Source: an optimization exercise on an open RTL-to-GDS flow (aim: small area, a short achievable clock period and few clock cycles per item). Production flows keep margins and buffers that such runs may drop. No functional check of the RTL was part of any run shown here.

==> flow/design.v (outline; a module is shown in full before it is edited, if it fits) <==
// module img2col: 618 lines
// module bus_out: 18 lines
module img2col (
    input  logic        clk,
    input  logic        nrst,
    input  logic        wb_cyc_i,
    input  logic        wb_stb_i,
    input  logic        wb_we_i,
    input  logic [6:0]  wb_adr_i,
    input  logic [31:0] wb_dat_i,
    output logic        wb_ack_o,
    output logic [31:0] wb_dat_o
);
  // ...
==> flow/run.sh <==
#!/bin/bash
# synth_recipe.tcl (not shown) runs the flow's synth.tcl, then flattens the netlist and writes it again
# the make line also repeats each setting of config.mk as NAME=value (left out here)
make -C /OpenROAD-flow-scripts/flow DESIGN_CONFIG=/design/flow/config.mk WORK_HOME=/design/flow/orfs CLKGATE_MAP_FILE= SYNTH_SCRIPT=/design/flow/synth_recipe.tcl finish
==> flow/config.mk <==
export PLATFORM = sky130hd
export DESIGN_NAME = img2col
export DESIGN_NICKNAME = img2col
export VERILOG_FILES = /design/flow/design.v
export SDC_FILE = /design/flow/constraint.sdc
export NUM_CORES = 4
export LEC_CHECK = 0
export ABC_CLOCK_PERIOD_IN_PS = 4500
export CAP_MARGIN = 20
export CORE_MARGIN = 2
export CORE_UTILIZATION = 45
export CTS_CLUSTER_DIAMETER = 120
export CTS_CLUSTER_SIZE = 24
export SETUP_SLACK_MARGIN = 5.0
export SLEW_MARGIN = 20
export SYNTH_HIERARCHICAL = 1
==> flow/constraint.sdc <==
create_clock -name core_clock -period 10.0 [get_ports {clk}]
set_input_delay 2.0000 -clock core_clock [delete_from_list [all_inputs] [get_ports {clk}]]
set_output_delay 2.0000 -clock core_clock [all_outputs]
set_load 0.01 [all_outputs]
==> flow_summary.yaml, run 1 <==
run_status:
  status: "finished clean"
job:
  maxCapViolations: 0
synth:
  yosysSeqAreaShare_pct: 55.9
  yosysMostFrequentCell: "edfxtp_1"
  synth.distinct_cells: 86
  syn_nets: 3165
  synth.area.top_cells: "edfxtp_1 48%, fa_1 9.2%, dfxtp_1 6.9%"
  ys_async_sr_fraction_pct: 1.47
placement:
  dp_hpwl_um: 71300
  io_buffers: 52
cells_and_area:
  final_area_mm2: 0.0412
  seq_area_mm2: 0.0212
  diodes: 0
  final_cell_mix: "608 x edfxtp_1, 291 x nand2_1, 218 x inv_1, 172 x fa_1, 140 x mux2_2"
  instances_no_fill: 3999
  clkbuf_count: 62
  n_all_buffers: 142
  layout_commonest_cell: "edfxtp_1"
  seq_area_share_pct: 51.4
  largestClassByArea: "registers"
  n_sequential_cell: 750
clock_tree:
  cts_root_buffer: "clkbuf_16"
  numCtsBuffers: 38
  clk_path_buf_depth: 3
  ctsResizeCount: 227
  clk_latency_ns: 0.62
critical_path:
  crit_path_max_fanout: 5
  critPathKind: "reg -> out"
  r2r_slack_ns: 5.24
hold_path:
  hold_depth: 0
  worst_hold_path_type: "reg -> reg"
timing:
  period_share_pct: 53.9
  slew_headroom_pct: 27.1
  rsz0062_at_grt: "true"
  setup_tns_ns: 0
route:
  routedWlPerCell_um: 26.8
  vias_per_cell: 5.83
  drc: 0
global_route:
  use_met2_pct: 40.9
  grt_usage_pct: 24.8
die:
  tap-cell-count: 1080
==> inputs of run 2 (changes only) <==
--- a/flow/design.v
+++ b/flow/design.v
@@ -52,17 +52,19 @@
                 if (wr && is_pix && idx == g)
                     pix[g] <= wb_dat_i[7:0];
                 if (wr && is_wgt && idx == g)
                     wgt[g] <= wb_dat_i[7:0];
             end
         end
     endgenerate
     logic [7:0] rsel;
-    assign res = (res_s + res_c) & {21{resv_q}};
+    logic [20:0] res_sum;
+    res_add u_add (.a(res_s), .b(res_c), .sum(res_sum));
+    assign res = res_sum & {21{resv_q}};
     bus_out u_out (
         .wb_cyc_i (wb_cyc_i),
         .wb_stb_i (wb_stb_i),
         .wb_we_i  (wb_we_i),
         .wb_adr_i (wb_adr_i),
         .slow2    (slow2_q),
         .rsel     ({rwgt_q & rsel[7], rsel}),
         .done     (done_q),
@@ -613,16 +615,42 @@
         end
         if (calc_q)
         begin
             res_s <= eng_s;
             res_c <= eng_c;
         end
     end
 endmodule
+module res_add (
+    input  logic [20:0] a,
+    input  logic [20:0] b,
+    output logic [20:0] sum
+);
+    logic [20:0] gen [0:5];
+    logic [20:0] prp [0:5];
+    always_comb
+    begin
+        gen[0] = a & b;
+        prp[0] = a ^ b;
+        for (int l = 0; l < 5; l++)
+            for (int i = 0; i < 21; i++)
+                if (i >= (1 << l))
+                begin
+                    gen[l + 1][i] = gen[l][i] | (prp[l][i] & gen[l][i - (1 << l)]);
+                    prp[l + 1][i] = prp[l][i] & prp[l][i - (1 << l)];
+                end
+                else
+                begin
+                    gen[l + 1][i] = gen[l][i];
+                    prp[l + 1][i] = prp[l][i];
+                end
+        sum = prp[0] ^ {gen[5][19:0], 1'b0};
+    end
+endmodule
 module bus_out (
     input  logic        wb_cyc_i,
     input  logic        wb_stb_i,
     input  logic        wb_we_i,
     input  logic [6:0]  wb_adr_i,
     input  logic        slow2,
     input  logic [8:0]  rsel,        
     input  logic        done,
==> flow/config.mk (replaced) <==
export PLATFORM = sky130hd
export DESIGN_NAME = img2col
export DESIGN_NICKNAME = img2col
export VERILOG_FILES = /design/flow/design.v
export SDC_FILE = /design/flow/constraint.sdc
export NUM_CORES = 4
export LEC_CHECK = 0
export ABC_CLOCK_PERIOD_IN_PS = 4500
export CAP_MARGIN = 20
export CORE_MARGIN = 2
export CORE_UTILIZATION = 45
export SETUP_SLACK_MARGIN = 5.0
export SLEW_MARGIN = 20
export SYNTH_HIERARCHICAL = 1
==> run 2 against run 1 <==
Still clean on timing, DRC and antenna; setup slack improved by 0.23 ns; critical path depth down 3; cell area is 5.3% higher; global-route usage up 1.8 points; wire length is 8.9% higher; synthesized cell count up 12%; clock skew shrank 0.0081 ns; critical path type unchanged; highest routed layer is now met5.
==> flow_summary.yaml, run 2 <==
run_status:
  status: "finished clean"
cells_and_area:
  layout_commonest_cell: "nand2_1"
  top_regs: "pix (200), wgt (200), reuse (160)"
  drive_above_1_share_pct: 14.3
  fill_cells: 7284
  diodes: 0
  final_cell_mix: "661 x nand2_1, 608 x edfxtp_1, 214 x inv_1, 172 x fa_1, 135 x a21oi_1"
  syn_to_final_growth_pct: 13.5
  nNetsFinal: 3540
die:
  die_w_um: 295
  die_area_mm2: 0.0873
  core-area_mm2: 0.0838
  start_util_pct: 45.6
  die_h_um: 295
  core.rowCount: 106
  ioPinCount: 77
critical_path:
  r2r_slack_ns: 5.15
  critPathKind: "reg -> out"
  start_kind: "flip-flop"
  path_cells: "ha_4 -> a21oi_1 -> o21ai_0 -> a221oi_1 -> o31ai_2 -> xor2_1 -> and2_1 -> a21o_1 -> dlygate4sd2_1"
  crit_path_max_fanout: 8
  reg2reg_from: "calc_q"
  cp.required_ns: 8.00
  worstPathArrival_ns: 3.16
  cpMaxStageDelayCell: "edfxtp_1"
  end_kind: "output port"
  path_delay_family: "compound AO/OA/AOI/OAI gates"
  reg2reg_depth: 16
  cp.buffers_inverters: 1
  r2r-end: "n_q[8]"
  crit_cells: 9
  max_stage_delay_ns: 0.44
route:
  firstDrtPassIters: 5
  wl_um: 117000
  routedWlPerCell_um: 26.1
  ant_nets: 0
  drc: 0
  vias: 26000
  drt_iter0_markers: 2871
  vias_per_cell: 5.82
clock_tree:
  hold_buffers: 0
  cts_tree: "built"
  clkSinkCount: 750
  numCtsBuffers: 79
  cts_root_buffer: "clkbuf_16"
  clk_path_buf_depth: 3
  cts.reportedPaths.clkPinSlew_ns: 0.06
  clk_latency_ns: 0.65
  cts_max_level: 3
placement:
  place.gp.congestion: 0.930
  dp_hpwl_um: 77800
  io_buffers: 52
synth:
  synth.area.top_cells: "edfxtp_1 48%, fa_1 9.1%, dfxtp_1 6.9%"
  yosysSeqAreaShare_pct: 55.3
  synth_edf_count: 608
  ys_async_sr_fraction_pct: 1.47
  synthTopCellsByCount: "664 x nand2_1, 608 x edfxtp_1, 215 x inv_1, 173 x fa_1, 151 x a21oi_1"
  synth.distinct_cells: 103
  synth_seq_cells: 750
  syn_inst: 3255
  synth_top_area_share_pct: 47.8
  yosysMostFrequentCell: "nand2_1"
  yosysWarnings: 23
  avgSynthCellArea_um2: 11.7
  netlist_area_mm2: 0.0382
  ys.flop_type: "edfxtp_1"
  syn_nets: 3518
  synth_top_cell_by_area: "edfxtp_1"
hold_path:
  min_to: "reuse[18][5]"
  min_from: "pix[23][5]"
  hold_depth: 0
  worst_hold_path_type: "reg -> reg"
timing:
  min_period_ns: 5.16
  slew_viol_final: 0
  slew_headroom_pct: 20.6
  hold_viol: 0
  period_share_pct: 51.6
  timing.hold.ws_ns: 0.452
  fin_skew_ns: 0.0328
  rsz0062_at_grt: "true"
  fmax_mhz: 194
  worst_pin_slew_ns: 1.16
  setup_violations: 0
  setup_tns_ns: 0
global_route:
  grt_max_degree: 80
  grt_pass1_vias: 25900
  grt_pass1_wl_um: 171000
  grt_overflow: 0
  antenna_found_initial: 1
  grt_usage_pct: 26.6
job:
  maxCapViolations: 0
## run 2: cell type report
class	instances	area (um^2)	area share (%)
Sequential cell	750	21200	48.8
Multi-Input combinational cell	2056	16000	36.8
Clock buffer	106	2150	4.95
Timing Repair Buffer	169	1460	3.37
Tap cell	1134	1420	3.27
Inverter	221	833	1.92
Clock inverter	38	370	0.854
## run 2: metal layers
layer	wire length, um	GRT usage (%)	up-vias
met5	7	0	-
met4	4350	9.88	2
met3	9760	4.29	237
met2	54000	41.9	1231
met1	48600	37.3	13200
li1	-	-	11400
## run 2: how the worst max path moves through the flow
stage                     start           end
global route          res_s[11]  wb_dat_o[16]
detailed placement  wb_adr_i[0]       r_s[14]
CTS                    res_c[9]  wb_dat_o[22]
finish                res_s[11]  wb_dat_o[16]
floorplan           wb_adr_i[2]       r_c[16]
global placement    wb_adr_i[0]  wb_dat_o[21]
## run 2: what timing repair did
| item | CTS | global route |
|---|---|---|
| pin swaps | 31 | 30 |
| setup buffers | 38 | 21 |
| cloned | 3 | 3 |
| resized for setup | 196 | 101 |
| setup endpoints to repair | 268 | 48 |
## run 2: kinds of logic (layout without fill, tap and decap cells)
logic type | after synthesis | after routing | share of synthesized area (%)
buffers and inverters | 450 | 534 | 4.87
DFF | 750 | 750 | 55.3
adders and majority gates | 219 | 219 | 10.6
AOI/OAI and AO/OA | 559 | 559 | 10.1
xor gates and xnor gates | 200 | 200 | 4.63
and+or+nand+nor | 963 | 964 | 10.9
other | 1 | 1 | 0.00981
muxes | 113 | 113 | 3.58
## run 2: metrics by stage
step                cells  utilization [%]  setup slack [ns]  cell area, um^2
finish               4474             51.8              4.84            43400
global route         4474             51.8              4.77            43400
CTS                  4450             51.3              4.78            43000
detailed placement   4265             47.3              3.67            39700
global placement     4264             47.3              3.76            39600
floorplan            3255                -              4.39            38400
## run 2: modules after synthesis, one instance, submodules excluded
module	copies in the design	flops+latches	cell area [um^2]
img2col	1	750	36700
res_add	1	0	1150
bus_out	1	0	333

[re-timing with driven ports]
In the flow no input, the clock included, has a driving cell. The finished layouts below were timed again as built, in two steps. Step 1: set_driving_cell puts a clkbuf_16 on clk and a buf_2 on each other input, an assumption about the parent block. Step 2 moves the port delays by t, midway between the first and last clock arrival at a register: inputs arrive t later, outputs are due t later. That takes back most of the time a late clock gives input paths. Three values: ideal, step 1, step 2; two values: the first two.
run	shift t [ns]	slack for setup (ns)	slew at the worst register clock pin (ns)
run 1	0.665	4.611 / 4.549 / 4.517	0.10 / 0.10
run 2	0.695	4.837 / 4.774 / 4.473	0.06 / 0.06
After both steps setup and hold are still met in every run listed. For run 2, which loses most, drivers alone change the setup slack by -0.063 ns; drivers and shift together by -0.364 ns.
